Source: an optimization exercise on an open RTL-to-GDS flow (aim: small area). Production flows keep margins and buffers that such runs may drop. In this exercise RTL edits were held to simulation tests only and were not proved equivalent to the original.

===== flow/run.sh =====
#!/bin/bash
# Own layout flow: the standard flow, with three changes.
#  1. After the standard synthesis, the combinational logic between the
#     registers and adder cells is remapped for area: fapol2.py flips
#     full-adder cells to the polarity that needs the fewest inverters
#     (a full adder is self-dual), then yosys/ABC remaps the plain logic
#     (resynth.ys, resynth.abc).  Registers, full-adder and tie cells are
#     kept as the standard synthesis made them (same instances, names, types).
#  2. Ports are buffered with buf_1 cells instead of clkdlybuf4s50_1.
#  3. A power-recovery (downsizing) pass runs after the placement resize.
# Each tool's output goes to a log file of its own in this folder.
set -euo pipefail
R=$PWD/orfs/results/${FLOW_PLATFORM}/motion_overlay_chip/base
ln -sf $FLOW_HOME/platforms/${FLOW_PLATFORM}/lib/sky130_fd_sc_hd__tt_025C_1v80.lib lib.lib
YOSYS=$FLOW_HOME/../tools/install/yosys/bin/yosys
[ -x "$YOSYS" ] || YOSYS=yosys
export BUFFER_PORTS_ARGS="-buffer_cell sky130_fd_sc_hd__buf_1"
export POST_RESIZE_TCL="$PWD/flow/post_resize.tcl"

# standard synthesis only
bash standard.sh $R/1_2_yosys.v > standard_synth.log 2>&1
cp $R/1_2_yosys.v std_1_2_yosys.v

# fa polarity, then remap of the plain logic, then a read-back check
python3 flow/fapol2.py std_1_2_yosys.v fapol_1_2_yosys.v --flex > fapol.log 2>&1
$YOSYS -q -l resynth.log -s flow/resynth.ys > /dev/null 2>&1
$YOSYS -q -l resynth_check.log -s flow/resynth_check.ys > /dev/null 2>&1
cp resynth_1_2_yosys.v $R/1_2_yosys.v
touch $R/1_2_yosys.v

# rest of the standard flow from the new netlist
bash standard.sh > standard.log 2>&1

===== flow/fapol2.py =====
#!/usr/bin/env python3
"""Remove inverters around the full-adder cells of a flat gate-level netlist.

A full adder is self-dual: FA(~a, ~b, ~c) = (~sum, ~cout).  Each fa cell
may therefore be flipped (all three inputs and both outputs complemented)
without changing what the netlist computes.  The script groups nets that
differ only by inverters into signals, picks a polarity for every fa cell
that minimises the number of signals needing an inverter (simulated
annealing), and rebuilds the inverters of the signals it touches.

usage: fapol2.py in.v out.v
"""
import re, sys, random, math
from collections import defaultdict

INV = re.compile(r'^sky130_fd_sc_hd__(clk)?inv_\d+$')
FA = re.compile(r'^sky130_fd_sc_hd__fa_\d+$')
OUTPINS = {'X', 'Y', 'Q', 'Q_N', 'SUM', 'COUT', 'HI', 'LO'}

src = open(sys.argv[1]).read()
assert src.count('endmodule') == 1, 'expects one flat module'
m = re.search(r'\bmodule\b.*?\bendmodule\b', src, re.S)
head, body, tail = src[:m.start()], src[m.start():m.end()], src[m.end():]

cell_re = re.compile(r'^(\s*)(sky130_fd_sc_hd__\w+)\s+(\S+)\s*\((.*?)\);\n', re.S | re.M)
pin_re = re.compile(r'\.(\w+)\(([^()]*)\)')
cells, order, pieces, pos = {}, [], [], 0
for cm in cell_re.finditer(body):
    pieces.append(body[pos:cm.start()])
    typ, name, pins = cm.group(2), cm.group(3), cm.group(4)
    cells[name] = [typ, {k: v.strip() for k, v in pin_re.findall(pins)}]
    order.append(name)
    pieces.append(('CELL', name))
    pos = cm.end()
pieces.append(body[pos:])
text = ''.join(p for p in pieces if isinstance(p, str))

inputs, outputs = set(), set()
for d in re.finditer(r'^\s*(input|output|inout)\s+(\[[^\]]*\]\s*)?([^;]+);', text, re.M):
    for n in d.group(3).split(','):
        (inputs if d.group(1) == 'input' else outputs).add(n.strip())
fixed = set()
for a in re.finditer(r'^\s*assign\s+(.*?)=(.*?);', text, re.M):
    for side in (a.group(1), a.group(2)):
        for tok in re.findall(r'\\\S+(?:\s*\[\d+\])?|[A-Za-z_][\w$]*(?:\s*\[\d+\])?', side):
            fixed.add(tok.strip())

def base(net):
    return re.sub(r'\s*\[\d+\]$', '', net)

def isconst(x):
    return x.startswith("1'")

drv = {}
loads = defaultdict(list)
for n in order:
    typ, pins = cells[n]
    for p, net in pins.items():
        if net == '' or isconst(net):
            continue
        if p in OUTPINS:
            drv[net] = (n, p)
        else:
            loads[net].append((n, p))

# signal classes: follow inverters back to the root net
def root(net):
    pol = 0
    seen = set()
    while True:
        d = drv.get(net)
        if d and INV.match(cells[d[0]][0]) and net not in seen:
            seen.add(net)
            net = cells[d[0]][1]['A']
            pol ^= 1
        else:
            return net, pol

allnets = set(drv) | set(loads)
cls = defaultdict(list)          # root -> [(net, pol)]
netinfo = {}
for net in allnets:
    r, p = root(net)
    netinfo[net] = (r, p)
    cls[r].append((net, p))

fa_cells = [n for n in order if FA.match(cells[n][0])]

# consumers of each class: (cell, pin, polarity it gets now); inverters excluded
cons = defaultdict(list)
for r, nets in cls.items():
    for net, p in nets:
        for c, q in loads.get(net, []):
            if INV.match(cells[c][0]):
                continue
            cons[r].append((c, q, p))

# classes we may rebuild: driven by a plain cell output or an input port,
# no assign involvement, every output-port net at a single polarity
def rebuildable(r):
    if any(net in fixed for net, p in cls[r]):
        return False
    if isconst(r):
        return False
    d = drv.get(r)
    if d is None and base(r) not in inputs:
        return False
    pols = set(p for net, p in cls[r] if base(net) in outputs)
    names = [net for net, p in cls[r] if base(net) in outputs]
    if len(names) > 1:
        return False
    return True

ok = {r: rebuildable(r) for r in cls}

# an fa cell may flip only if all its pins sit on rebuildable classes
flippable = []
for f in fa_cells:
    pins = cells[f][1]
    good = True
    for q in ('A', 'B', 'CIN', 'SUM', 'COUT'):
        x = pins.get(q, '')
        if isconst(x):
            continue
        if x not in netinfo or not ok[netinfo[x][0]]:
            good = False
    if good:
        flippable.append(f)
fidx = {f: i for i, f in enumerate(flippable)}

# driver polarity of class r given flips: the driver net's polarity is 0;
# if the driver is a flipped fa output the physical output becomes 1
def drv_fa(r):
    d = drv.get(r)
    if d and d[0] in fidx:
        return fidx[d[0]]
    return None

classes = [r for r in cls if ok[r]]
cls_drvfa = {r: drv_fa(r) for r in classes}
RIGID = re.compile(r'^sky130_fd_sc_hd__(fa|s?e?df\w*|conb)_\d+$')
FLEX = '--flex' in sys.argv
cls_cons = {}
for r in classes:
    lst = []
    for c, q, p in cons[r]:
        if FLEX and not RIGID.match(cells[c][0]):
            continue      # plain logic: a later ABC run takes either polarity
        lst.append((fidx.get(c) if q in ('A', 'B', 'CIN') else None, p))
    # output port nets are consumers at their polarity
    for net, p in cls[r]:
        if base(net) in outputs:
            lst.append((None, p))
    cls_cons[r] = lst

touch = defaultdict(set)
for r in classes:
    if cls_drvfa[r] is not None:
        touch[cls_drvfa[r]].add(r)
    for fi, p in cls_cons[r]:
        if fi is not None:
            touch[fi].add(r)

flip = [0] * len(flippable)

def cost(r):
    d = flip[cls_drvfa[r]] if cls_drvfa[r] is not None else 0
    for fi, p in cls_cons[r]:
        need = p ^ (flip[fi] if fi is not None else 0)
        if need != d:
            return 1
    return 0

total = sum(cost(r) for r in classes)
start = total
best, bestflip = total, flip[:]
random.seed(1)
N = len(flippable)
T = 2.0
steps = 200000 if N else 0
for it in range(steps):
    i = random.randrange(N)
    rs = touch[i]
    before = sum(cost(r) for r in rs)
    flip[i] ^= 1
    after = sum(cost(r) for r in rs)
    dlt = after - before
    if dlt <= 0 or random.random() < math.exp(-dlt / T):
        total += dlt
        if total < best:
            best, bestflip = total, flip[:]
    else:
        flip[i] ^= 1
    T = max(0.02, 2.0 * (1 - it / steps))
flip = bestflip
sys.stderr.write('fapol2: %d fa cells, %d flippable, inverted signals %d -> %d\n'
                 % (len(fa_cells), N, start, best))

# rebuild: touched classes (those with any flippable fa, or whose inverter
# set changes) get fresh inverters
newid = [0]
def newname(prefix):
    newid[0] += 1
    return '_fapol_%s%d_' % (prefix, newid[0])

changed = set()
for i, f in enumerate(flippable):
    if flip[i]:
        changed |= touch[i]
newnets = []
for r in changed:
    nets = cls[r]
    d = flip[cls_drvfa[r]] if cls_drvfa[r] is not None else 0
    # needed polarities
    need = set([d])
    cons_new = []
    for c, q, p in cons[r]:
        fi = fidx.get(c) if q in ('A', 'B', 'CIN') else None
        np_ = p ^ (flip[fi] if fi is not None else 0)
        cons_new.append((c, q, np_))
        need.add(np_)
    port = {p: net for net, p in nets if base(net) in outputs}
    need |= set(port)
    # names per polarity
    name = {}
    for P in need:
        if P in port:
            name[P] = port[P]
        elif P == 0 and (drv.get(r) is None):
            name[P] = r            # input port keeps its name as polarity 0
        else:
            cand = [net for net, p in nets if p == P and base(net) not in outputs and base(net) not in inputs]
            if cand:
                name[P] = sorted(cand, key=lambda x: (x != r, x))[0]
            else:
                name[P] = newname('n'); newnets.append(name[P])
    if drv.get(r) is None and d in name and name[d] != r:
        # input port must stay the driver net of polarity 0
        name[d] = r
    # remove old inverters of this class
    for net, p in nets:
        dd = drv.get(net)
        if dd and INV.match(cells[dd[0]][0]) and dd[0] in cells:
            del cells[dd[0]]
            order.remove(dd[0])
    # driver
    dd = drv.get(r)
    if dd is not None:
        cells[dd[0]][1][dd[1]] = name[d]
    for c, q, np_ in cons_new:
        cells[c][1][q] = name[np_]
    if 1 - d in name:
        n = newname('inv')
        cells[n] = ['sky130_fd_sc_hd__inv_1', {'A': name[d], 'Y': name[1 - d]}]
        order.append(n)

# constant inputs of flipped fa cells
cinv = {"1'h0": "1'h1", "1'h1": "1'h0", "1'b0": "1'b1", "1'b1": "1'b0"}
for i, f in enumerate(flippable):
    if flip[i]:
        for q in ('A', 'B', 'CIN'):
            x = cells[f][1][q]
            if x in cinv:
                cells[f][1][q] = cinv[x]

ninv = sum(1 for n in order if INV.match(cells[n][0]))
sys.stderr.write('fapol2: inverter cells now %d\n' % ninv)

def fmt(n):
    typ, pins = cells[n]
    return '  %s %s (\n%s\n  );\n' % (typ, n, ',\n'.join('    .%s(%s)' % (k, v + (' ' if v.startswith('\\') else '')) for k, v in pins.items()))
out, seen = [], set()
for p in pieces:
    if isinstance(p, str):
        out.append(p)
    elif p[1] in cells:
        out.append(fmt(p[1])); seen.add(p[1])
txt = ''.join(out)
i = txt.rfind('endmodule')
txt = txt[:i] + ''.join(fmt(n) for n in order if n not in seen) + txt[i:]
j = txt.index(');') + 2
txt = txt[:j] + '\n' + ''.join('  wire %s;\n' % n for n in newnets) + txt[j:]
open(sys.argv[2], 'w').write(head + txt + tail)

===== flow/post_resize.tcl =====
# trade the spare setup slack for smaller cells
repair_timing -recover_power 100 -verbose

===== flow/resynth.abc =====
&get -n
&deepsyn -T 120
&put
dch -f
amap
topo

===== flow/resynth.ys =====
# remap the plain logic (half adders included) of fapol_1_2_yosys.v; registers,
# full-adder and tie cells stay as they are (blackboxes); lib.lib is the
# platform liberty file
read_liberty -ignore_miss_func lib.lib
read_verilog fapol_1_2_yosys.v
hierarchy -top motion_overlay_chip
blackbox sky130_fd_sc_hd__*df* sky130_fd_sc_hd__fa_* sky130_fd_sc_hd__conb_*
flatten
opt_clean
stat -liberty lib.lib
abc -script flow/resynth.abc -liberty lib.lib -dont_use sky130_fd_sc_hd__probe_p_8 -dont_use sky130_fd_sc_hd__probec_p_8 -dont_use sky130_fd_sc_hd__lpflow_bleeder_1 -dont_use sky130_fd_sc_hd__lpflow_clkbufkapwr_1 -dont_use sky130_fd_sc_hd__lpflow_clkbufkapwr_16 -dont_use sky130_fd_sc_hd__lpflow_clkbufkapwr_2 -dont_use sky130_fd_sc_hd__lpflow_clkbufkapwr_4 -dont_use sky130_fd_sc_hd__lpflow_clkbufkapwr_8 -dont_use sky130_fd_sc_hd__lpflow_clkinvkapwr_1 -dont_use sky130_fd_sc_hd__lpflow_clkinvkapwr_16 -dont_use sky130_fd_sc_hd__lpflow_clkinvkapwr_2 -dont_use sky130_fd_sc_hd__lpflow_clkinvkapwr_4 -dont_use sky130_fd_sc_hd__lpflow_clkinvkapwr_8 -dont_use sky130_fd_sc_hd__lpflow_decapkapwr_12 -dont_use sky130_fd_sc_hd__lpflow_decapkapwr_3 -dont_use sky130_fd_sc_hd__lpflow_decapkapwr_4 -dont_use sky130_fd_sc_hd__lpflow_decapkapwr_6 -dont_use sky130_fd_sc_hd__lpflow_decapkapwr_8 -dont_use sky130_fd_sc_hd__lpflow_inputiso0n_1 -dont_use sky130_fd_sc_hd__lpflow_inputiso0p_1 -dont_use sky130_fd_sc_hd__lpflow_inputiso1n_1 -dont_use sky130_fd_sc_hd__lpflow_inputiso1p_1 -dont_use sky130_fd_sc_hd__lpflow_inputisolatch_1 -dont_use sky130_fd_sc_hd__lpflow_isobufsrc_1 -dont_use sky130_fd_sc_hd__lpflow_isobufsrc_16 -dont_use sky130_fd_sc_hd__lpflow_isobufsrc_2 -dont_use sky130_fd_sc_hd__lpflow_isobufsrc_4 -dont_use sky130_fd_sc_hd__lpflow_isobufsrc_8 -dont_use sky130_fd_sc_hd__lpflow_isobufsrckapwr_16 -dont_use sky130_fd_sc_hd__lpflow_lsbuf_lh_hl_isowell_tap_1 -dont_use sky130_fd_sc_hd__lpflow_lsbuf_lh_hl_isowell_tap_2 -dont_use sky130_fd_sc_hd__lpflow_lsbuf_lh_hl_isowell_tap_4 -dont_use sky130_fd_sc_hd__lpflow_lsbuf_lh_isowell_4 -dont_use sky130_fd_sc_hd__lpflow_lsbuf_lh_isowell_tap_1 -dont_use sky130_fd_sc_hd__lpflow_lsbuf_lh_isowell_tap_2 -dont_use sky130_fd_sc_hd__lpflow_lsbuf_lh_isowell_tap_4 
opt_clean -purge
hilomap -singleton -hicell sky130_fd_sc_hd__conb_1 HI -locell sky130_fd_sc_hd__conb_1 LO
insbuf -buf sky130_fd_sc_hd__buf_4 A X
select motion_overlay_chip
write_verilog -noattr -nohex -nodec -selected resynth_1_2_yosys.v

===== flow/resynth_check.ys =====
# the remapped netlist must read back as platform cells only
read_liberty -lib lib.lib
read_verilog resynth_1_2_yosys.v
hierarchy -check -top motion_overlay_chip
check -assert -mapped
stat -liberty lib.lib

===== standard.sh =====
#!/bin/bash
# synth_recipe.tcl (not shown) runs the flow's synth.tcl, then flattens the netlist and writes it again
# the make line also repeats each setting of config.mk as NAME=value (left out here)
make -C /OpenROAD-flow-scripts/flow DESIGN_CONFIG=/design/flow/config.mk WORK_HOME=/design/flow/orfs CLKGATE_MAP_FILE= SYNTH_SCRIPT=/design/flow/synth_recipe.tcl "${@:-finish}"

===== config.mk =====
export PLATFORM = sky130hd
export DESIGN_NAME = motion_overlay_chip
export DESIGN_NICKNAME = motion_overlay_chip
export VERILOG_FILES = /design/flow/design.v
export SDC_FILE = /design/flow/constraint.sdc
export NUM_CORES = 4
export LEC_CHECK = 0
export CAP_MARGIN = 20
export CORE_MARGIN = 2
export CORE_UTILIZATION = 40
export CTS_BUF_LIST = sky130_fd_sc_hd__clkbuf_8
export CTS_CLUSTER_DIAMETER = 60
export CTS_CLUSTER_SIZE = 12
export SLEW_MARGIN = 20

===== constraint.sdc =====
create_clock -name core_clock -period 100.0 [get_ports {clk}]
set_input_delay 20.0000 -clock core_clock [delete_from_list [all_inputs] [get_ports {clk}]]
set_output_delay 20.0000 -clock core_clock [all_outputs]
set_load 0.01 [all_outputs]

===== design.v =====
package motion_overlay_pkg;
    localparam int coord_width = 10;
    typedef logic [coord_width-1:0] coord_t;
    typedef struct packed {
        coord_t x;
        coord_t y;
    } point_t;
    typedef struct packed {
        logic   de;
        coord_t x;
        coord_t y;
    } raster_t;
    typedef struct packed {
        logic   valid;
        point_t pos;
    } shot_mark_t;
    localparam int shot_mark_width = 1 + 2 * coord_width;
    typedef logic [15:0] rgb565_t;
    typedef struct packed {
        logic [3:0] r;
        logic [3:0] g;
        logic [3:0] b;
    } rgb444_t;
    localparam int fb_shift = 2;
    localparam int fb_addr_width = $clog2(160 * 120);
    typedef logic [fb_addr_width-1:0] fb_addr_t;
    localparam int ring_inner_sq = 256;
    localparam int ring_outer_sq = 400;
    localparam int cross_half_width = 2;
    localparam int shot_radius_sq = 144;
    localparam logic [3:0] motion_tint = 4'd3;
endpackage
`timescale 1ns/10ps
module rc_sub #(
    parameter int W = 8
) (
    input  logic [W-1:0] a,
    input  logic [W-1:0] b,
    output logic [W-1:0] d,
    output logic         nb
);
    logic [W:0] c;
    assign c[0] = 1'b1;
    for (genvar j = 0; j < W; j++) begin : g_bit
        assign d[j]   = a[j] ^ ~b[j] ^ c[j];
        assign c[j+1] = (a[j] & ~b[j]) | (a[j] & c[j]) | (~b[j] & c[j]);
    end
    assign nb = c[W];
endmodule
module rc_addc #(
    parameter int W = 8
) (
    input  logic [W-1:0] a,
    input  logic [W-1:0] b,
    input  logic         ci,
    output logic [W-1:0] s,
    output logic         co
);
    logic [W:0] c;
    assign c[0] = ci;
    for (genvar j = 0; j < W; j++) begin : g_bit
        assign s[j]   = a[j] ^ b[j] ^ c[j];
        assign c[j+1] = (a[j] & b[j]) | (a[j] & c[j]) | (b[j] & c[j]);
    end
    assign co = c[W];
endmodule
module rc_add #(
    parameter int W  = 8,
    parameter int WB = 8
) (
    input  logic [W-1:0]  a,
    input  logic [WB-1:0] b,
    input  logic          ci,
    output logic [W-1:0]  s
);
    logic [W:0] c;
    assign c[0] = ci;
    for (genvar j = 0; j < W; j++) begin : g_bit
        if (j < WB) begin : g_fa
            assign s[j]   = a[j] ^ b[j] ^ c[j];
            assign c[j+1] = (a[j] & b[j]) | (a[j] & c[j]) | (b[j] & c[j]);
        end else begin : g_ha
            assign s[j]   = a[j] ^ c[j];
            assign c[j+1] = a[j] & c[j];
        end
    end
endmodule
module centroid_tracker (
    input  logic       clk,
    input  logic       reset,
    input  logic       active,
    input  logic       frame_end,
    input  logic [9:0] px,
    input  logic [8:0] py,
    input  logic       motion_flag,
    output logic [9:0] ncx,    
    output logic [8:0] ncy,
    output logic       motion_valid
);
    logic [18:0] count;
    logic        pend;
    logic        hit;
    logic [18:0] count_b;
    logic [18:0] count_n;
    logic        qr;
    logic        at1023;
    logic [19:0] ax, ay;
    logic [9:0]  qx;
    logic [8:0]  qy;
    assign hit     = active & motion_flag;
    assign count_b = count & {19{~pend}};
    rc_add #(.W(19), .WB(1)) u_add_n (.a(count_b), .b(1'b0), .ci(hit), .s(count_n));
    assign qr     = |count_b[18:10];
    assign at1023 = &count_b[9:0] & ~qr;
    always_ff @(posedge clk or posedge reset) begin
        if (reset)
            pend <= 1'b1;
        else
            pend <= frame_end;
    end
    always_ff @(posedge clk) begin
        count <= count_n;
    end
    mean_axis #(.XW(10)) u_mx (
        .clk(clk), .pend(pend), .hit(hit), .x(px & {10{hit}}),
        .count_n(count_n), .qr(qr), .conv(hit & at1023), .a(ax), .q(qx)
    );
    mean_axis #(.XW(9)) u_my (
        .clk(clk), .pend(pend), .hit(hit), .x(py & {9{hit}}),
        .count_n(count_n), .qr(qr), .conv(hit & at1023), .a(ay), .q(qy)
    );
    logic        qr_f;
    logic [19:0] num;
    logic [9:0]  quo;
    logic [9:0]  cx_f;
    logic [8:0]  cy_f;
    assign qr_f = |count[18:10];
    assign num  = pend ? ay : ax;
    small_div u_div (.num(num), .den(count[9:0]), .quo(quo));
    assign cx_f = qr_f ? qx : quo;
    assign cy_f = qr_f ? qy : quo[8:0];
    logic [8:0] ncy_q;
    always_ff @(posedge clk) begin
        if (frame_end) ncx <= ~cx_f;
        if (pend) ncy_q <= ~cy_f;
    end
    assign ncy = pend ? ~cy_f : ncy_q;
    always_ff @(posedge clk or posedge reset) begin
        if (reset)
            motion_valid <= 1'b0;
        else if (frame_end)
            motion_valid <= |count_b;
    end
endmodule
module mean_axis #(
    parameter int XW = 10
) (
    input  logic          clk,
    input  logic          pend,
    input  logic          hit,
    input  logic [XW-1:0] x,         
    input  logic [18:0]   count_n,   
    input  logic          qr,        
    input  logic          conv,      
    output logic [19:0]   a,
    output logic [XW-1:0] q
);
    logic [19:0]   a_b;
    logic [XW-1:0] q_b;
    logic [XW:0]   d;
    logic [19:0]   t;
    logic [19:0]   u;
    logic          sgn;
    logic          dec, inc;
    logic [XW-1:0] q_pm;
    logic [19:0]   a_n;
    logic [XW-1:0] q_n;
    assign a_b = a & {20{~pend}};
    assign q_b = q & {XW{~pend}};
    rc_addc #(.W(XW+1)) u_d (.a({1'b0, x}), .b(~{1'b0, q_b & {XW{hit}}}), .ci(1'b1), .s(d), .co());
    rc_addc #(.W(20)) u_t (.a(a_b), .b({{(19-XW){d[XW]}}, d}), .ci(1'b0), .s(t), .co());
    assign sgn = t[19];
    rc_addc #(.W(20)) u_u (.a(t), .b({1'b0, count_n} ^ {20{~sgn}}), .ci(~sgn), .s(u), .co());
    assign dec = qr & sgn;
    assign inc = qr & ~sgn & ~u[19];
    rc_addc #(.W(XW)) u_q (.a(q_b), .b({XW{dec}}), .ci(inc), .s(q_pm), .co());
    assign a_n = conv ? {10'd0, t[9:0]} : ((dec | inc) ? u : t);
    assign q_n = q_pm | (t[XW+9:10] & {XW{conv}});
    always_ff @(posedge clk) begin
        a <= a_n;
        q <= q_n;
    end
endmodule
module small_div (
    input  logic [19:0] num,
    input  logic [9:0]  den,
    output logic [9:0]  quo
);
    logic [19:0] rem [11];
    assign rem[10] = num;
    for (genvar i = 9; i >= 0; i--) begin : g_stage
        logic [10:0] part;
        logic [10:0] diff;
        logic        ge;
        assign part = rem[i+1][i+10:i];
        rc_addc #(.W(11)) u_sub (.a(part), .b(~{1'b0, den}), .ci(1'b1), .s(diff), .co(ge));
        assign quo[i] = ge;
        always_comb begin
            rem[i] = rem[i+1];
            if (ge) rem[i][i+10:i] = diff;
        end
    end
endmodule
`timescale 1ns/10ps
module shot_recorder #(
    parameter int SHOT_DEPTH = 6
) (
    input  logic                    clk,
    input  logic                    reset,
    input  logic                    shot_btn,
    input  logic [9:0]              ncx,
    input  logic [8:0]              ncy,
    input  logic                    motion_valid,
    output logic [SHOT_DEPTH-1:0]   sv,
    output logic [SHOT_DEPTH*10-1:0] sx,
    output logic [SHOT_DEPTH*9-1:0]  sy
);
    logic btn_meta;
    logic btn_sync;
    logic record;
    always_ff @(posedge clk or posedge reset) begin
        if (reset) begin
            btn_meta <= 1'b0;
            btn_sync <= 1'b0;
        end else begin
            btn_meta <= shot_btn;
            btn_sync <= btn_meta;
        end
    end
    assign record = btn_meta & ~btn_sync & motion_valid;
    always_ff @(posedge clk or posedge reset) begin
        if (reset)
            sv <= '0;
        else if (record)
            sv <= {sv[SHOT_DEPTH-2:0], 1'b1};
    end
    always_ff @(posedge clk) begin
        if (record) begin
            sx <= {sx[(SHOT_DEPTH-1)*10-1:0], ncx};
            sy <= {sy[(SHOT_DEPTH-1)*9-1:0], ncy};
        end
    end
endmodule
`timescale 1ns/10ps
module overlay_mixer #(
    parameter int SHOT_DEPTH = 6
) (
    input  logic                     active,
    input  logic [9:0]               px,
    input  logic [9:0]               py,
    input  logic                     motion_flag,
    input  logic [15:0]              img_data,
    input  logic [9:0]               ncx,    
    input  logic [8:0]               ncy,
    input  logic                     motion_valid,
    input  logic [SHOT_DEPTH-1:0]    sv,
    input  logic [SHOT_DEPTH*10-1:0] sx,     
    input  logic [SHOT_DEPTH*9-1:0]  sy,
    output logic [14:0]              fb_addr,
    output logic [11:0]              rgb
);
    logic [9:0] px16, px32;
    logic [8:0] py16, py32;
    rc_add #(.W(6), .WB(1)) u_px16 (.a(px[9:4]), .b(1'b1), .ci(1'b0), .s(px16[9:4]));
    rc_add #(.W(5), .WB(1)) u_px32 (.a(px[9:5]), .b(1'b1), .ci(1'b0), .s(px32[9:5]));
    rc_add #(.W(5), .WB(1)) u_py16 (.a(py[8:4]), .b(1'b1), .ci(1'b0), .s(py16[8:4]));
    rc_add #(.W(4), .WB(1)) u_py32 (.a(py[8:5]), .b(1'b1), .ci(1'b0), .s(py32[8:5]));
    assign px16[3:0] = px[3:0];
    assign px32[4:0] = px[4:0];
    assign py16[3:0] = py[3:0];
    assign py32[4:0] = py[4:0];
    logic [9:0] fb_a, fb_hi;
    rc_add #(.W(10), .WB(9)) u_fb0 (.a({1'b0, py[8:2], 2'b00}), .b({2'b00, py[8:2]}), .ci(1'b0), .s(fb_a));
    rc_add #(.W(10), .WB(3)) u_fb1 (.a(fb_a), .b(px[9:7]), .ci(1'b0), .s(fb_hi));
    assign fb_addr = {fb_hi, px[6:2]} & {15{active}};
    logic [9:0] rtx;
    logic [8:0] rty;
    logic       on_reticle;
    rc_addc #(.W(10)) u_rx (.a(px32), .b(ncx), .ci(1'b1), .s(rtx), .co());
    rc_addc #(.W(9))  u_ry (.a(py32), .b(ncy), .ci(1'b1), .s(rty), .co());
    logic       in_ret;
    reticle_fn u_ret (.tx(rtx[5:0]), .ty(rty[5:0]), .hit(in_ret));
    assign on_reticle = motion_valid && rtx[9:6] == 4'd0 && rty[8:6] == 3'd0 && in_ret;
    logic [SHOT_DEPTH-1:0] shot_hit;
    for (genvar i = 0; i < SHOT_DEPTH; i++) begin : g_shot
        logic [9:0] tx;
        logic [8:0] ty;
        rc_addc #(.W(10)) u_sx (.a(px16), .b(sx[i*10 +: 10]), .ci(1'b1), .s(tx), .co());
        rc_addc #(.W(9))  u_sy (.a(py16), .b(sy[i*9 +: 9]), .ci(1'b1), .s(ty), .co());
        logic in_disc;
        disc_fn u_disc (.tx(tx[4:0]), .ty(ty[4:0]), .hit(in_disc));
        assign shot_hit[i] = sv[i] && tx[9:5] == 5'd0 && ty[8:5] == 4'd0 && in_disc;
    end
    always_comb begin
        rgb = 12'h000;
        if (active) begin
            if (on_reticle)
                rgb = 12'hf00;
            else if (|shot_hit)
                rgb = 12'h000;
            else if (motion_flag)
                rgb = {img_data[15:12] + 4'd3, img_data[10:7], img_data[4:1]};
            else
                rgb = {img_data[15:12], img_data[10:7], img_data[4:1]};
        end
    end
endmodule
module disc_fn (
    input  logic [4:0] tx,
    input  logic [4:0] ty,
    output logic       hit
);
    logic new_n12;
    logic new_n13;
    logic new_n14;
    logic new_n15;
    logic new_n16;
    logic new_n17;
    logic new_n18;
    logic new_n19;
    logic new_n20;
    logic new_n21;
    logic new_n22;
    logic new_n23;
    logic new_n24;
    logic new_n25;
    logic new_n26;
    logic new_n27;
    logic new_n28;
    logic new_n29;
    logic new_n30;
    logic new_n31;
    logic new_n32;
    logic new_n33;
    logic new_n34;
    logic new_n35;
    logic new_n36;
    logic new_n37;
    logic new_n38;
    logic new_n39;
    logic new_n40;
    logic new_n41;
    logic new_n42;
    logic new_n43;
    logic new_n44;
    logic new_n45;
    logic new_n46;
    logic new_n47;
    logic new_n48;
    logic new_n49;
    logic new_n50;
    logic new_n51;
    logic new_n52;
    logic new_n53;
    logic new_n54;
    logic new_n55;
    logic new_n56;
    logic new_n57;
    logic new_n58;
    logic new_n59;
    logic new_n60;
    assign new_n12 = ty[3] & ~ty[4];
    assign new_n13 = ~ty[3] & ty[4];
    assign new_n14 = ~new_n12 & ~new_n13;
    assign new_n15 = ~ty[1] & ty[2];
    assign new_n16 = ~ty[0] & new_n15;
    assign new_n17 = ty[2] & ~ty[4];
    assign new_n18 = ~ty[2] & ty[4];
    assign new_n19 = ~new_n17 & ~new_n18;
    assign new_n20 = ~new_n16 & new_n19;
    assign new_n21 = ~tx[0] & ~tx[1];
    assign new_n22 = ~tx[2] & new_n21;
    assign new_n23 = new_n16 & ~new_n22;
    assign new_n24 = ~new_n20 & ~new_n23;
    assign new_n25 = ty[0] & ty[2];
    assign new_n26 = ty[1] & ~new_n25;
    assign new_n27 = ~new_n15 & ~new_n26;
    assign new_n28 = tx[2] & ~new_n21;
    assign new_n29 = tx[0] & tx[1];
    assign new_n30 = ~ty[0] & ~new_n29;
    assign new_n31 = new_n28 & ~new_n30;
    assign new_n32 = ~new_n27 & new_n31;
    assign new_n33 = new_n24 & ~new_n32;
    assign new_n34 = new_n14 & ~new_n33;
    assign new_n35 = ~tx[3] & ~new_n34;
    assign new_n36 = ty[0] & new_n21;
    assign new_n37 = new_n27 & ~new_n36;
    assign new_n38 = new_n21 & ~new_n37;
    assign new_n39 = tx[0] & ty[0];
    assign new_n40 = new_n19 & ~new_n39;
    assign new_n41 = new_n27 & new_n40;
    assign new_n42 = ~new_n14 & ~new_n41;
    assign new_n43 = ~new_n38 & new_n42;
    assign new_n44 = new_n20 & new_n29;
    assign new_n45 = ~new_n28 & ~new_n44;
    assign new_n46 = new_n43 & new_n45;
    assign new_n47 = ~new_n35 & ~new_n46;
    assign new_n48 = tx[4] & ~new_n47;
    assign new_n49 = ~tx[1] & new_n20;
    assign new_n50 = tx[2] & ~new_n49;
    assign new_n51 = new_n43 & new_n50;
    assign new_n52 = ~tx[3] & ~new_n51;
    assign new_n53 = tx[4] & ~new_n22;
    assign new_n54 = tx[1] & ~ty[0];
    assign new_n55 = ~tx[2] & ~new_n54;
    assign new_n56 = ~new_n37 & new_n55;
    assign new_n57 = new_n24 & ~new_n56;
    assign new_n58 = new_n14 & ~new_n57;
    assign new_n59 = ~new_n53 & ~new_n58;
    assign new_n60 = ~new_n52 & new_n59;
    assign hit = new_n48 | new_n60;
endmodule
module reticle_fn (
    input  logic [5:0] tx,
    input  logic [5:0] ty,
    output logic       hit
);
    logic new_n14;
    logic new_n15;
    logic new_n16;
    logic new_n17;
    logic new_n18;
    logic new_n19;
    logic new_n20;
    logic new_n21;
    logic new_n22;
    logic new_n23;
    logic new_n24;
    logic new_n25;
    logic new_n26;
    logic new_n27;
    logic new_n28;
    logic new_n29;
    logic new_n30;
    logic new_n31;
    logic new_n32;
    logic new_n33;
    logic new_n34;
    logic new_n35;
    logic new_n36;
    logic new_n37;
    logic new_n38;
    logic new_n39;
    logic new_n40;
    logic new_n41;
    logic new_n42;
    logic new_n43;
    logic new_n44;
    logic new_n45;
    logic new_n46;
    logic new_n47;
    logic new_n48;
    logic new_n49;
    logic new_n50;
    logic new_n51;
    logic new_n52;
    logic new_n53;
    logic new_n54;
    logic new_n55;
    logic new_n56;
    logic new_n57;
    logic new_n58;
    logic new_n59;
    logic new_n60;
    logic new_n61;
    logic new_n62;
    logic new_n63;
    logic new_n64;
    logic new_n65;
    logic new_n66;
    logic new_n67;
    logic new_n68;
    logic new_n69;
    logic new_n70;
    logic new_n71;
    logic new_n72;
    logic new_n73;
    logic new_n74;
    logic new_n75;
    logic new_n76;
    logic new_n77;
    logic new_n78;
    logic new_n79;
    logic new_n80;
    logic new_n81;
    logic new_n82;
    logic new_n83;
    logic new_n84;
    logic new_n85;
    logic new_n86;
    logic new_n87;
    logic new_n88;
    logic new_n89;
    logic new_n90;
    logic new_n91;
    logic new_n92;
    logic new_n93;
    logic new_n94;
    logic new_n95;
    logic new_n96;
    logic new_n97;
    logic new_n98;
    logic new_n99;
    logic new_n100;
    logic new_n101;
    logic new_n102;
    logic new_n103;
    logic new_n104;
    logic new_n105;
    logic new_n106;
    logic new_n107;
    logic new_n108;
    logic new_n109;
    logic new_n110;
    logic new_n111;
    logic new_n112;
    logic new_n113;
    logic new_n114;
    logic new_n115;
    logic new_n116;
    logic new_n117;
    logic new_n118;
    logic new_n119;
    logic new_n120;
    logic new_n121;
    logic new_n122;
    logic new_n123;
    logic new_n124;
    logic new_n125;
    logic new_n126;
    logic new_n127;
    logic new_n128;
    logic new_n129;
    logic new_n130;
    logic new_n131;
    logic new_n132;
    logic new_n133;
    logic new_n134;
    logic new_n135;
    logic new_n136;
    logic new_n137;
    logic new_n138;
    logic new_n139;
    logic new_n140;
    logic new_n141;
    logic new_n142;
    logic new_n143;
    logic new_n144;
    assign new_n14 = ty[2] & ty[3];
    assign new_n15 = ~ty[4] & new_n14;
    assign new_n16 = ~ty[0] & ~ty[1];
    assign new_n17 = ty[2] & ~new_n16;
    assign new_n18 = ~ty[3] & ty[4];
    assign new_n19 = ~new_n17 & new_n18;
    assign new_n20 = ~new_n15 & ~new_n19;
    assign new_n21 = ~ty[2] & ~ty[3];
    assign new_n22 = ~new_n14 & ~new_n21;
    assign new_n23 = ~ty[1] & ~ty[2];
    assign new_n24 = ty[0] & ty[1];
    assign new_n25 = ty[2] & new_n24;
    assign new_n26 = ~new_n23 & ~new_n25;
    assign new_n27 = ~ty[0] & ty[1];
    assign new_n28 = new_n26 & ~new_n27;
    assign new_n29 = ~new_n22 & ~new_n28;
    assign new_n30 = ty[4] & ~ty[5];
    assign new_n31 = ~ty[4] & ty[5];
    assign new_n32 = ~new_n30 & ~new_n31;
    assign new_n33 = tx[0] & tx[1];
    assign new_n34 = ~tx[0] & ~tx[1];
    assign new_n35 = ~ty[0] & ~new_n34;
    assign new_n36 = ~new_n33 & ~new_n35;
    assign new_n37 = ~new_n20 & new_n36;
    assign new_n38 = new_n32 & ~new_n37;
    assign new_n39 = new_n29 & ~new_n38;
    assign new_n40 = ty[4] & new_n21;
    assign new_n41 = new_n16 & new_n40;
    assign new_n42 = ~new_n39 & ~new_n41;
    assign new_n43 = ~ty[3] & ~ty[5];
    assign new_n44 = ty[3] & ty[5];
    assign new_n45 = ~new_n43 & ~new_n44;
    assign new_n46 = new_n26 & ~new_n45;
    assign new_n47 = ~new_n29 & ~new_n46;
    assign new_n48 = ~new_n32 & ~new_n47;
    assign new_n49 = ~new_n16 & ~new_n48;
    assign new_n50 = ~new_n42 & ~new_n49;
    assign new_n51 = ~tx[0] & ~ty[0];
    assign new_n52 = ~new_n20 & ~new_n51;
    assign new_n53 = ~new_n34 & ~new_n52;
    assign new_n54 = ~new_n33 & ~new_n53;
    assign new_n55 = ~new_n27 & new_n48;
    assign new_n56 = new_n54 & new_n55;
    assign new_n57 = ~new_n50 & ~new_n56;
    assign new_n58 = ~tx[0] & ~new_n57;
    assign new_n59 = ~new_n41 & new_n48;
    assign new_n60 = tx[1] & ~new_n28;
    assign new_n61 = ~new_n59 & ~new_n60;
    assign new_n62 = new_n16 & new_n30;
    assign new_n63 = new_n45 & ~new_n62;
    assign new_n64 = tx[1] & ~new_n63;
    assign new_n65 = ~tx[0] & ~new_n64;
    assign new_n66 = new_n15 & ~new_n16;
    assign new_n67 = ~new_n40 & ~new_n66;
    assign new_n68 = ~new_n32 & new_n67;
    assign new_n69 = new_n60 & ~new_n68;
    assign new_n70 = ~new_n65 & ~new_n69;
    assign new_n71 = ~new_n61 & new_n70;
    assign new_n72 = ~new_n58 & ~new_n71;
    assign new_n73 = tx[1] & ~new_n26;
    assign new_n74 = ~new_n20 & new_n73;
    assign new_n75 = tx[2] & ~new_n74;
    assign new_n76 = ~new_n72 & new_n75;
    assign new_n77 = new_n52 & new_n64;
    assign new_n78 = new_n42 & ~new_n77;
    assign new_n79 = ~tx[2] & ~new_n78;
    assign new_n80 = ~new_n76 & ~new_n79;
    assign new_n81 = ~new_n20 & ~new_n80;
    assign new_n82 = ~new_n48 & new_n67;
    assign new_n83 = ~new_n28 & ~new_n46;
    assign new_n84 = ~new_n82 & new_n83;
    assign new_n85 = ~new_n81 & new_n84;
    assign new_n86 = ~ty[2] & new_n16;
    assign new_n87 = ~new_n45 & ~new_n86;
    assign new_n88 = ~new_n82 & ~new_n87;
    assign new_n89 = tx[2] & new_n33;
    assign new_n90 = new_n88 & ~new_n89;
    assign new_n91 = ~tx[2] & ~new_n33;
    assign new_n92 = ~new_n38 & new_n91;
    assign new_n93 = ~new_n90 & ~new_n92;
    assign new_n94 = ~tx[3] & new_n93;
    assign new_n95 = ~new_n85 & new_n94;
    assign new_n96 = tx[3] & new_n80;
    assign new_n97 = ~tx[4] & ~new_n96;
    assign new_n98 = ~new_n95 & new_n97;
    assign new_n99 = tx[0] & new_n28;
    assign new_n100 = ~tx[1] & ~new_n99;
    assign new_n101 = tx[0] & new_n22;
    assign new_n102 = ~new_n26 & new_n101;
    assign new_n103 = ~new_n87 & ~new_n102;
    assign new_n104 = ~new_n100 & ~new_n103;
    assign new_n105 = ~tx[3] & tx[4];
    assign new_n106 = new_n16 & new_n21;
    assign new_n107 = new_n34 & new_n106;
    assign new_n108 = tx[2] & ~new_n107;
    assign new_n109 = new_n105 & ~new_n108;
    assign new_n110 = new_n68 & new_n109;
    assign new_n111 = ~new_n104 & new_n110;
    assign new_n112 = tx[5] & ~new_n111;
    assign new_n113 = ~new_n98 & new_n112;
    assign new_n114 = tx[2] & ~new_n32;
    assign new_n115 = ~new_n88 & ~new_n114;
    assign new_n116 = ~tx[1] & tx[4];
    assign new_n117 = ~new_n115 & ~new_n116;
    assign new_n118 = new_n34 & ~new_n42;
    assign new_n119 = ~tx[2] & ~new_n84;
    assign new_n120 = ~new_n118 & new_n119;
    assign new_n121 = ~new_n93 & ~new_n120;
    assign new_n122 = ~new_n117 & ~new_n121;
    assign new_n123 = ~new_n28 & new_n33;
    assign new_n124 = ~new_n103 & ~new_n123;
    assign new_n125 = new_n34 & ~new_n106;
    assign new_n126 = tx[2] & ~new_n125;
    assign new_n127 = new_n20 & new_n126;
    assign new_n128 = ~new_n124 & new_n127;
    assign new_n129 = ~tx[4] & ~new_n128;
    assign new_n130 = tx[3] & ~new_n129;
    assign new_n131 = ~new_n122 & new_n130;
    assign new_n132 = new_n57 & new_n75;
    assign new_n133 = ~tx[0] & ~new_n63;
    assign new_n134 = ~new_n28 & new_n133;
    assign new_n135 = ~new_n100 & ~new_n134;
    assign new_n136 = new_n54 & ~new_n135;
    assign new_n137 = new_n59 & ~new_n136;
    assign new_n138 = new_n68 & ~new_n135;
    assign new_n139 = ~tx[2] & ~new_n138;
    assign new_n140 = ~new_n137 & new_n139;
    assign new_n141 = new_n105 & ~new_n140;
    assign new_n142 = ~new_n132 & new_n141;
    assign new_n143 = ~tx[5] & ~new_n142;
    assign new_n144 = ~new_n131 & new_n143;
    assign hit = ~new_n113 & ~new_n144;
endmodule
`timescale 1ns/10ps
module motion_overlay_top #(
    parameter int SHOT_DEPTH = 6
) (
    input  logic                         clk,
    input  logic                         reset,
    input  motion_overlay_pkg::raster_t  pixel,
    input  logic                         motion_flag,
    input  logic                         shot_btn,
    input  motion_overlay_pkg::rgb565_t  img_data,
    output motion_overlay_pkg::fb_addr_t fb_addr,
    output motion_overlay_pkg::rgb444_t  rgb
);
    logic                    active;
    logic                    frame_end;
    logic [9:0]              ncx;
    logic [8:0]              ncy;
    logic                    motion_valid;
    logic [SHOT_DEPTH-1:0]   sv;
    logic [SHOT_DEPTH*10-1:0] sx;
    logic [SHOT_DEPTH*9-1:0]  sy;
    assign active = pixel.de && !(pixel.x[9] && (pixel.x[8] || pixel.x[7])) &&
                    !pixel.y[9] && !(&pixel.y[8:5]);
    assign frame_end = (pixel.x == 10'd640) && (pixel.y == 10'd480);
    centroid_tracker u_tracker (
        .clk         (clk),
        .reset       (reset),
        .active      (active),
        .frame_end   (frame_end),
        .px          (pixel.x),
        .py          (pixel.y[8:0]),
        .motion_flag (motion_flag),
        .ncx         (ncx),
        .ncy         (ncy),
        .motion_valid(motion_valid)
    );
    shot_recorder #(.SHOT_DEPTH(SHOT_DEPTH)) u_shots (
        .clk         (clk),
        .reset       (reset),
        .shot_btn    (shot_btn),
        .ncx         (ncx),
        .ncy         (ncy),
        .motion_valid(motion_valid),
        .sv          (sv),
        .sx          (sx),
        .sy          (sy)
    );
    overlay_mixer #(.SHOT_DEPTH(SHOT_DEPTH)) u_mixer (
        .active      (active),
        .px          (pixel.x),
        .py          (pixel.y),
        .motion_flag (motion_flag),
        .img_data    (img_data),
        .ncx         (ncx),
        .ncy         (ncy),
        .motion_valid(motion_valid),
        .sv          (sv),
        .sx          (sx),
        .sy          (sy),
        .fb_addr     (fb_addr),
        .rgb         (rgb)
    );
endmodule
`timescale 1ns/10ps
module motion_overlay_chip (
    input  logic        clk,
    input  logic        reset,
    input  logic        pixel_de,
    input  logic [9:0]  pixel_x,
    input  logic [9:0]  pixel_y,
    input  logic        motion_flag,
    input  logic        shot_btn,
    input  logic [15:0] img_data,
    output logic [14:0] fb_addr,
    output logic [11:0] rgb
);
    motion_overlay_pkg::raster_t pixel;
    motion_overlay_pkg::rgb444_t rgb_s;
    assign pixel.de = pixel_de;
    assign pixel.x  = pixel_x;
    assign pixel.y  = pixel_y;
    assign rgb      = rgb_s;
    motion_overlay_top u_top (
        .clk        (clk),
        .reset      (reset),
        .pixel      (pixel),
        .motion_flag(motion_flag),
        .shot_btn   (shot_btn),
        .img_data   (img_data),
        .fb_addr    (fb_addr),
        .rgb        (rgb_s)
    );
endmodule

==> impl_metrics.env, run 1 <==
export IMPL_result_of_the_run="timing/DRC/antenna clean"
export IMPL_finalClockSkew_ns=0.0150
export IMPL_mappedNetlistNets=2038
export IMPL_reg2reg_setup_slack_ns=48.37
export IMPL_final_cell_mix="298 x fa_1, 221 x clkinv_1, 213 x nor2_1"
export IMPL_remaining_drc_errors=0
export IMPL_number_of_antenna_violations_at_the_first_check_in_global_routing=2
export IMPL_cts_htree_levels=1
export IMPL_layout_drive_gt1_share=0.0267
export IMPL_grt_setup_unrepaired="no"
export IMPL_dr_total_vias=13300
export IMPL_critPathMaxStageDelay_ns=0.79
export IMPL_fmax_ghz=0.0129
export IMPL_postCtsSetupBuffers=0
export IMPL_root_buffer="clkbuf_8"
export IMPL_clk_transition_reported_paths_ns=0.08
export IMPL_dieWidth_um=215
export IMPL_mappedNetlistArea_sq_um=17800
export IMPL_routed_via_density=5.50
export IMPL_drt_first_pass_iters=7
export IMPL_grt_pass1_vias=13900
export IMPL_clkLatencyLatePin_ns=0.56
export IMPL_global_route_overflow_total=0
export IMPL_grt_start_max_net_pins=65
export IMPL_fp_rows=77
export IMPL_grt_pass1_wl_um=76600
export IMPL_num_fill_cells=4227
export IMPL_syn_to_final_growth_pct=8.98
export IMPL_port_buffer_cells=63
export IMPL_timing_final_hold_violations=0
export IMPL_start_kind="flop"
export IMPL_timing_final_max_slew_violations=0
export IMPL_num_nets_final=2159
export IMPL_fin_crit_ns=77.29
export IMPL_hpwlAfterDp_um=37600
export IMPL_cp_data_required_time_ns=80.00
export IMPL_core_sq_um=44000
export IMPL_worstMarginPinSlew_ns=0.946
export IMPL_max_slew_margin=0.361
export IMPL_whs_ns=0.383
export IMPL_postRouteWirelength_um=46700
export IMPL_syn_mean_instance_area_sq_um=10.5
export IMPL_finalWeightedCongestion=0.912
export IMPL_ant_nets=0
export IMPL_fin_setup_tns_ns=0
export IMPL_fin_crit_sh=0.773
export IMPL_cts_tree="done"
export IMPL_setup_violations_final=0
export IMPL_max_cap_viol_count=0
export IMPL_tritoncts_num_buffers=22
export IMPL_timing_critical_path_to_type="output port"
export IMPL_drt_initial_drc_count=857
export IMPL_grt_total_usage=0.211
export IMPL_ctsLongestPathBuffers=3
export IMPL_critPathKind="flop to output port"
export IMPL_initial_utilization=0.404
export IMPL_design_die_area_sq_um=46200
export IMPL_mostFrequentLayoutCell="fa_1"
export IMPL_synthesis_yosys_warnings=7
export IMPL_critical_path_peak_fanout=16
export IMPL_arrival_time_reported_for_the_critical_path_endpoint_ns=57.29
export IMPL_cpMaxStageDelayCell="dfstp_1"
export IMPL_postSynthCellCount=1699
export IMPL_post_cts_resized=0
export IMPL_hold_buffers=0
export IMPL_post_drt_wl_per_cell_um=19.2
export IMPL_pin_count=68
export IMPL_path_common_cell="fa_1"
export IMPL_clock_sinks=221
export IMPL_dieHeight_um=215
export IMPL_final_util=0.440
export IMPL_worstHoldPathType="flop to flop"
[worst max-delay path: cells and delay by family, from the launching register on]
kind            cells  cell delay, ns
fa+ha+maj          85           36.69
buf+inv            19            9.73
flops               1            0.79
simple gates       19            3.80
compound gates     35            5.61
[final timing paths]
path / from / end / depth (start not counted)
max in group asynchronous: reset / u_top.u_tracker.pend$_DFF_PP1_ / 2
setup / recovery: u_top.u_tracker.pend$_DFF_PP1_ / rgb[0] / 158
hold reg to reg: u_top.u_shots.btn_meta$_DFF_PP0_ / u_top.u_shots.btn_sync$_DFF_PP0_ / 0
min in group asynchronous: reset / u_top.u_shots.btn_meta$_DFF_PP0_ / 2
setup reg to reg: u_top.u_tracker.pend$_DFF_PP1_ / u_top.u_shots.sy[0]$_DFFE_PP_ / 138
hold / removal: u_top.u_shots.btn_meta$_DFF_PP0_ / u_top.u_shots.btn_sync$_DFF_PP0_ / 0
[through the flow]
step	setup WS, ns	std cells	instance area (sq um)
2_1_floorplan	30.61	1699	17800
3_3_place_gp	28.38	2387	19000
3_5_place_dp	23.11	2387	19000
4_1_cts	22.35	2424	19300
5_1_grt	19.15	2426	19400
6_report	22.71	2427	19400
[registers in the layout, indices dropped and copies added, names as in the netlist]
register,cells
u_top.u_tracker.ncy_q,9
u_top.u_tracker.count,19
u_top.u_tracker.u_mx.a,20
u_top.u_shots.sv,6
u_top.u_shots.sx,60
u_top.u_tracker.pend,1
u_top.u_shots.sy,54
u_top.u_tracker.u_my.a,20
u_top.u_tracker.u_my.q,9
u_top.u_shots.btn_sync,1
u_top.u_tracker.u_mx.q,10
u_top.u_tracker.ncx,10
u_top.u_shots.btn_meta,1
u_top.u_tracker.motion_valid,1
[cell type report]
type	instances	area, sq um	area share
Timing Repair Buffer	97	455	0.0235
Antenna cell	2	5.00	0.000258
Inverter	221	830	0.0428
Clock inverter	13	50.0	0.00258
Multi-Input combinational cell	1257	11300	0.581
Tap cell	592	741	0.0382
Clock buffer	24	330	0.0170
Sequential cell	221	5720	0.295
[per-layer routing]
metal  share of wire  GRT usage
met5               0          0
met4           0.038     0.0755
met3           0.042     0.0198
met2            0.51      0.378
met1            0.41      0.266
==> inputs of run 2 (changes only) <==
--- a/flow/run.sh
+++ b/flow/run.sh
@@ -4,7 +4,7 @@
 #     registers and adder cells is remapped for area: fapol2.py flips
 #     full-adder cells to the polarity that needs the fewest inverters
 #     (a full adder is self-dual), then yosys/ABC remaps the plain logic
-#     (resynth.ys, resynth.abc).  Registers, full-adder and tie cells are
+#     (resynth.ys, resynth_s*.abc, best of four seeds by pick.py).  Registers, full-adder and tie cells are
 #     kept as the standard synthesis made them (same instances, names, types).
 #  2. Ports are buffered with buf_1 cells instead of clkdlybuf4s50_1.
 #  3. A power-recovery (downsizing) pass runs after the placement resize.
@@ -21,10 +21,20 @@
 bash standard.sh $R/1_2_yosys.v > standard_synth.log 2>&1
 cp $R/1_2_yosys.v std_1_2_yosys.v
 
-# fa polarity, then remap of the plain logic, then a read-back check
 python3 flow/fapol2.py std_1_2_yosys.v fapol_1_2_yosys.v --flex > fapol.log 2>&1
-$YOSYS -q -l resynth.log -s flow/resynth.ys > /dev/null 2>&1
-$YOSYS -q -l resynth_check.log -s flow/resynth_check.ys > /dev/null 2>&1
+for sd in 0 1 2 3; do
+  mkdir -p rs$sd/flow
+  cp fapol_1_2_yosys.v rs$sd/
+  cp flow/resynth_s$sd.abc rs$sd/flow/resynth.abc
+  ln -sf ../lib.lib rs$sd/lib.lib
+  ( cd rs$sd && $YOSYS -q -l resynth.log -s ../flow/resynth.ys > /dev/null 2>&1 \
+      && $YOSYS -q -l resynth_check.log -s ../flow/resynth_check.ys > /dev/null 2>&1 ) &
+done
+wait
+best=$(python3 flow/pick.py rs0 rs1 rs2 rs3 2> pick.log)
+cp $best/resynth_1_2_yosys.v resynth_1_2_yosys.v
+cp $best/resynth.log resynth.log
+cp $best/resynth_check.log resynth_check.log
 cp resynth_1_2_yosys.v $R/1_2_yosys.v
 touch $R/1_2_yosys.v
 
==> flow/pick.py (new file) <==
#!/usr/bin/env python3
"""pick.py DIR... : print the folder whose resynth_check.log reports the
smallest chip area (ties: first given)."""
import re, sys
best = None
for d in sys.argv[1:]:
    try:
        m = re.findall(r"Chip area for module '[^']*': ([\d.]+)", open(d + '/resynth_check.log').read())
        if not m:
            continue
        a = float(m[-1])
    except OSError:
        continue
    print('%s %.1f' % (d, a), file=sys.stderr)
    if best is None or a < best[1]:
        best = (d, a)
if best is None:
    sys.exit('no candidate passed')
print(best[0])
==> flow/resynth_s0.abc (new file) <==
&get -n
&deepsyn -T 120 -S 0
&put
dch -f
amap
topo
==> flow/resynth_s1.abc (new file) <==
&get -n
&deepsyn -T 120 -S 1
&put
dch -f
amap
topo
==> flow/resynth_s2.abc (new file) <==
&get -n
&deepsyn -T 120 -S 2
&put
dch -f
amap
topo
==> flow/resynth_s3.abc (new file) <==
&get -n
&deepsyn -T 120 -S 3
&put
dch -f
amap
topo
--- a/config.mk
+++ b/config.mk
@@ -7,7 +7,7 @@
 export LEC_CHECK = 0
 export CAP_MARGIN = 20
 export CORE_MARGIN = 2
-export CORE_UTILIZATION = 40
+export CORE_UTILIZATION = 65
 export CTS_BUF_LIST = sky130_fd_sc_hd__clkbuf_8
 export CTS_CLUSTER_DIAMETER = 60
 export CTS_CLUSTER_SIZE = 12
removed: flow/resynth.abc
==> impl_metrics.env, run 2 <==
export IMPL_start_kind="flop"
export IMPL_finalClockSkew_ns=0.0346
export IMPL_worst_r2r_endpoint="u_top.u_shots.sy[0]$_DFFE_PP_"
export IMPL_critPathKind="flop to output port"
export IMPL_cpMaxStageDelayCell="dfstp_2"
export IMPL_dieHeight_um=169
export IMPL_ctsLongestPathBuffers=3
export IMPL_hold_buffers=0
export IMPL_clock_sinks=221
export IMPL_port_buffer_cells=63
export IMPL_syn_mean_instance_area_sq_um=10.4
export IMPL_fp_rows=60
export IMPL_setup_worst_path_start="u_top.u_tracker.pend$_DFF_PP1_"
export IMPL_postRouteWirelength_um=46300
export IMPL_drt_first_pass_iters=5
export IMPL_family_of_cells_with_the_greatest_summed_delay_on_the_critical_path="adder cells"
export IMPL_largest_register_ff_count=60
export IMPL_max_slew_margin=0.276
export IMPL_mappedNetlistArea_sq_um=17800
export IMPL_reg2reg_setup_slack_ns=48.57
export IMPL_grt_start_max_net_pins=87
export IMPL_initial_utilization=0.660
export IMPL_cts_htree_levels=1
export IMPL_syn_to_final_growth_pct=8.42
export IMPL_grt_setup_unrepaired="no"
export IMPL_antenna_diode_count=0
export IMPL_routed_via_density=6.22
export IMPL_post_cts_resized=0
export IMPL_remaining_drc_errors=0
export IMPL_fin_crit_ns=77.30
export IMPL_ant_nets=0
export IMPL_mappedNetlistNets=2048
export IMPL_path_common_cell="fa_1"
export IMPL_grt_pass1_wl_um=73800
export IMPL_grt_total_usage=0.337
export IMPL_number_of_antenna_violations_at_the_first_check_in_global_routing=0
export IMPL_worstReg2RegStart="u_top.u_tracker.pend$_DFF_PP1_"
export IMPL_worstHoldPathType="flop to flop"
export IMPL_tritoncts_num_buffers=25
export IMPL_fin_crit_sh=0.773
export IMPL_synthesis_yosys_warnings=7
export IMPL_pin_count=68
export IMPL_cp_data_required_time_ns=80.00
export IMPL_timing_critical_path_to_type="output port"
export IMPL_postCtsSetupBuffers=0
export IMPL_root_buffer="clkbuf_8"
export IMPL_worst_r2r_path_depth=139
export IMPL_finalWeightedCongestion=0.939
export IMPL_result_of_the_run="timing/DRC/antenna clean"
export IMPL_cts_tree="done"
export IMPL_timing_final_max_slew_violations=0
export IMPL_num_nets_final=2175
export IMPL_postSynthCellCount=1709
export IMPL_drt_initial_drc_count=1010
export IMPL_placed_cells_incl_taps=2147
export IMPL_dr_total_vias=13700
export IMPL_timing_final_hold_violations=0
export IMPL_largest_registers="u_top.u_shots.sx: 60 flops, u_top.u_shots.sy: 54 flops"
export IMPL_post_drt_wl_per_cell_um=21.1
export IMPL_clkLatencyLatePin_ns=0.58
export IMPL_max_cap_viol_count=0
export IMPL_startpoint_of_the_most_critical_hold_path="u_top.u_shots.btn_meta$_DFF_PP0_"
export IMPL_design_die_area_sq_um=28700
export IMPL_mostFrequentLayoutCell="fa_1"
export IMPL_grt_pass1_vias=14000
export IMPL_hpwlAfterDp_um=36700
export IMPL_holdPathStages=0
export IMPL_critPathMaxStageDelay_ns=0.98
export IMPL_largest_register="u_top.u_shots.sx"
export IMPL_final_cell_mix="298 x fa_1, 232 x nor2_1, 213 x clkinv_1"
export IMPL_setup_violations_final=0
export IMPL_critical_path_peak_fanout=35
export IMPL_critPathBufInv=22
export IMPL_core_sq_um=27000
export IMPL_crit_end="rgb[2]"
export IMPL_num_fill_cells=2032
export IMPL_final_cell_count_no_fill=2196
export IMPL_dieWidth_um=169
export IMPL_arrival_time_reported_for_the_critical_path_endpoint_ns=57.30
export IMPL_fin_setup_tns_ns=0
export IMPL_global_route_overflow_total=0
export IMPL_worstMarginPinSlew_ns=1.09
export IMPL_whs_ns=0.402
export IMPL_path_depth=162
export IMPL_clk_transition_reported_paths_ns=0.08
export IMPL_layout_drive_gt1_share=0.0356
export IMPL_fmax_ghz=0.0129
run 2: final cells by class:
class | instances | area (sq um) | area share
sequential | 221 | 5720 | 0.296
timing repair buffer | 100 | 500 | 0.0259
tap | 341 | 427 | 0.0221
clock inverter | 21 | 200 | 0.0104
multi-input combinational | 1277 | 11300 | 0.586
clock buffer | 25 | 344 | 0.0178
inverter | 211 | 792 | 0.0411
run 2: worst min-delay path by stage:
stage	endpoint	slack [ns]
2_1_floorplan	u_top.u_shots.btn_sync$_DFF_PP0_	0.35
3_3_place_gp	u_top.u_shots.btn_sync$_DFF_PP0_	0.36
3_5_place_dp	u_top.u_shots.btn_sync$_DFF_PP0_	0.38
4_1_cts	u_top.u_shots.btn_sync$_DFF_PP0_	0.40
5_1_grt	u_top.u_shots.btn_sync$_DFF_PP0_	0.41
6_report	u_top.u_shots.btn_sync$_DFF_PP0_	0.40
run 2: through the flow:
stage          utilization  instance area (sq um)  setup slack (ns)
2_1_floorplan            -                  17800             30.16
6_report             0.716                  19300             22.70
5_1_grt              0.716                  19300             19.41
4_1_cts              0.712                  19200             21.02
3_5_place_dp         0.692                  18700             21.81
3_3_place_gp         0.695                  18700             27.89
run 2: worst reg2reg max path: cells and delay by family (launching register included):
family                     cells  cell delay (ns)
AOI/OAI and AO/OA             27             4.53
adders and majority gates     80            34.43
buffers and inverters         20             9.21
DFF                            1             0.98
and+or+nand+nor               12             2.17
run 2: layer usage:
layer / GRT usage / routed length (um) / up-vias
met3: 0.0368 / 2260 / 118
li1: - / - / 6264
met4: 0.123 / 2040 / 0
met2: 0.616 / 24200 / 456
met5: 0 / 0 / -
met1: 0.415 / 17800 / 6822
==> inputs of run 3 (changes only) <==
--- a/config.mk
+++ b/config.mk
@@ -7,7 +7,7 @@
 export LEC_CHECK = 0
 export CAP_MARGIN = 20
 export CORE_MARGIN = 2
-export CORE_UTILIZATION = 65
+export CORE_UTILIZATION = 40
 export CTS_BUF_LIST = sky130_fd_sc_hd__clkbuf_8
 export CTS_CLUSTER_DIAMETER = 60
 export CTS_CLUSTER_SIZE = 12
==> impl_metrics.env, run 3 <==
export IMPL_largest_registers="u_top.u_shots.sx: 60 flops, u_top.u_shots.sy: 54 flops"
export IMPL_remaining_drc_errors=0
export IMPL_cpMaxStageDelayCell="dfstp_2"
export IMPL_drt_first_pass_iters=8
export IMPL_fin_crit_sh=0.778
export IMPL_finalClockSkew_ns=0.0160
export IMPL_postRouteWirelength_um=45900
export IMPL_syn_mean_instance_area_sq_um=10.5
export IMPL_dr_total_vias=13100
export IMPL_num_fill_cells=4231
export IMPL_worst_r2r_path_depth=138
export IMPL_worstMarginPinSlew_ns=1.03
export IMPL_core_sq_um=43900
export IMPL_final_cell_mix="298 x fa_1, 217 x nor2_1, 208 x clkinv_1"
export IMPL_initial_utilization=0.403
export IMPL_mappedNetlistArea_sq_um=17700
export IMPL_port_buffer_cells=63
export IMPL_routed_via_density=5.44
export IMPL_placed_cells_incl_taps=2376
export IMPL_detailedPlace_worstSlack_ns=20.80
export IMPL_cts_htree_levels=1
export IMPL_path_common_cell="fa_1"
export IMPL_critical_path_peak_fanout=39
export IMPL_ant_nets=0
export IMPL_antenna_diode_count=0
export IMPL_fmax_ghz=0.0128
export IMPL_layout_drive_gt1_share=0.0285
export IMPL_ctsLongestPathBuffers=3
export IMPL_postCtsSetupBuffers=0
export IMPL_setup_violations_final=0
export IMPL_drt_initial_drc_count=1062
export IMPL_root_buffer="clkbuf_8"
export IMPL_timing_final_hold_violations=0
export IMPL_dieWidth_um=215
export IMPL_final_cell_count_no_fill=2416
export IMPL_grt_pass1_wl_um=74800
export IMPL_cts_tree="done"
export IMPL_largest_register="u_top.u_shots.sx"
export IMPL_syn_to_final_growth_pct=9.14
export IMPL_max_cap_viol_count=0
export IMPL_synthesis_yosys_warnings=7
export IMPL_final_util=0.440
export IMPL_num_nets_final=2150
export IMPL_critPathKind="flop to output port"
export IMPL_finalWeightedCongestion=0.919
export IMPL_fin_setup_tns_ns=0
export IMPL_max_slew_margin=0.309
export IMPL_cp_data_required_time_ns=80.00
export IMPL_critPathMaxStageDelay_ns=0.91
export IMPL_tritoncts_num_buffers=22
export IMPL_final_critical_path_setup_slack_ns=22.17
export IMPL_post_drt_wl_per_cell_um=19.0
export IMPL_worstHoldPathType="flop to flop"
export IMPL_mostFrequentLayoutCell="fa_1"
export IMPL_grt_total_usage=0.206
export IMPL_hpwlAfterDp_um=36800
export IMPL_mappedNetlistNets=2028
export IMPL_clkLatencyLatePin_ns=0.56
export IMPL_pin_count=68
export IMPL_grt_setup_unrepaired="no"
export IMPL_timing_critical_path_to_type="output port"
export IMPL_design_die_area_sq_um=46000
export IMPL_dieHeight_um=215
export IMPL_result_of_the_run="timing/DRC/antenna clean"
export IMPL_fin_crit_ns=77.83
export IMPL_hold_buffers=0
export IMPL_grt_pass1_vias=13700
export IMPL_start_kind="flop"
export IMPL_largest_register_ff_count=60
export IMPL_fp_rows=77
export IMPL_clk_transition_reported_paths_ns=0.09
export IMPL_timing_final_max_slew_violations=0
export IMPL_number_of_antenna_violations_at_the_first_check_in_global_routing=0
export IMPL_post_cts_resized=0
export IMPL_arrival_time_reported_for_the_critical_path_endpoint_ns=57.83
export IMPL_holdPathStages=0
export IMPL_postSynthCellCount=1689
export IMPL_clock_sinks=221
export IMPL_grt_start_max_net_pins=86
export IMPL_global_route_overflow_total=0
run 3: cell count changes in the layout (fill, tap and decap cells not counted), sizes merged, moves of 5 or more:
cell    change
o22a        -6
inv         +5
o21ai      -10
clkinv      -8
o22ai       +5
nor2       -16
nand2       +5
clkbuf      -8
run 3: layout make-up:
class,count,area [sq um],share of cell area
well taps,592,741,0.0383
clock buffers,22,303,0.0157
flip-flops and latches,221,5720,0.296
multi-input cells,1260,11200,0.581
inverters,208,781,0.0404
repair buffers,98,499,0.0258
clock inverters,15,63.8,0.00330
run 3: worst max-delay path, delay by kind of cell (launching register included):
kind	cells	cell delay, ns
flip-flops	1	0.91
adder cells (fa/ha/maj)	85	36.74
AND/OR/NAND/NOR	18	4.17
AO/OA/AOI/OAI	34	5.11
buffers and inverters	21	10.24
run 3: worst paths after layout:
kind                                                    endpoint  slack, ns                              from
worst max register to register     u_top.u_shots.sy[0]$_DFFE_PP_      47.86    u_top.u_tracker.pend$_DFF_PP1_
worst min-delay path            u_top.u_shots.btn_sync$_DFF_PP0_       0.39  u_top.u_shots.btn_meta$_DFF_PP0_
worst min register to register  u_top.u_shots.btn_sync$_DFF_PP0_       0.39  u_top.u_shots.btn_meta$_DFF_PP0_
worst max-delay path                                      rgb[1]      22.17    u_top.u_tracker.pend$_DFF_PP1_
min in group asynchronous       u_top.u_shots.btn_meta$_DFF_PP0_      19.34                             reset
max in group asynchronous         u_top.u_tracker.pend$_DFF_PP1_      80.39                             reset
run 3: stage by stage:
step	instance area, sq um	hold slack [ns]
2_1_floorplan	17700	0.354
5_1_grt	19300	0.421
6_report	19300	0.388
3_3_place_gp	19000	0.357
4_1_cts	19300	0.392
3_5_place_dp	18900	0.373
run 3: metal layers:
metal | routed length, um | track usage | share of wire | vias up
li1 | - | - | - | 6194
met1 | 18500 | 0.255 | 0.40 | 6570
met2 | 24100 | 0.375 | 0.53 | 293
met3 | 1660 | 0.0200 | 0.036 | 87
met4 | 1660 | 0.0722 | 0.036 | 0
met5 | 0 | 0 | 0 | -

[static timing again, ports no longer ideal]
The flow's constraints put no driver on any port. The routed layouts listed below were extracted and timed again, unchanged, in two steps. Step 1: set_driving_cell puts a clkbuf_16 on clk and a buf_2 on each other input, an assumption about the parent block. Step 2 times the ports against the registers' clock, not the clock port: input delays grow and output delays shrink by t, the midpoint of the rising clock arrivals with the driver on. Slacks: ideal ports / drivers / drivers and shift; pairs: ideal ports / drivers.
| run | t, ns | setup WS [ns] | clock arrival spread, ns | cell pins on the clock port's net |
|---|---|---|---|---|
| run 1 | 0.607 | 22.713 / 22.660 / 23.267 | 0.016 / 0.016 | 1 |
| run 2 | 0.615 | 22.698 / 22.650 / 23.266 | 0.035 / 0.035 | 1 |
| run 3 | 0.604 | 22.168 / 22.115 / 22.719 | 0.016 / 0.016 | 1 |
After both steps setup and hold are still met in every run listed.
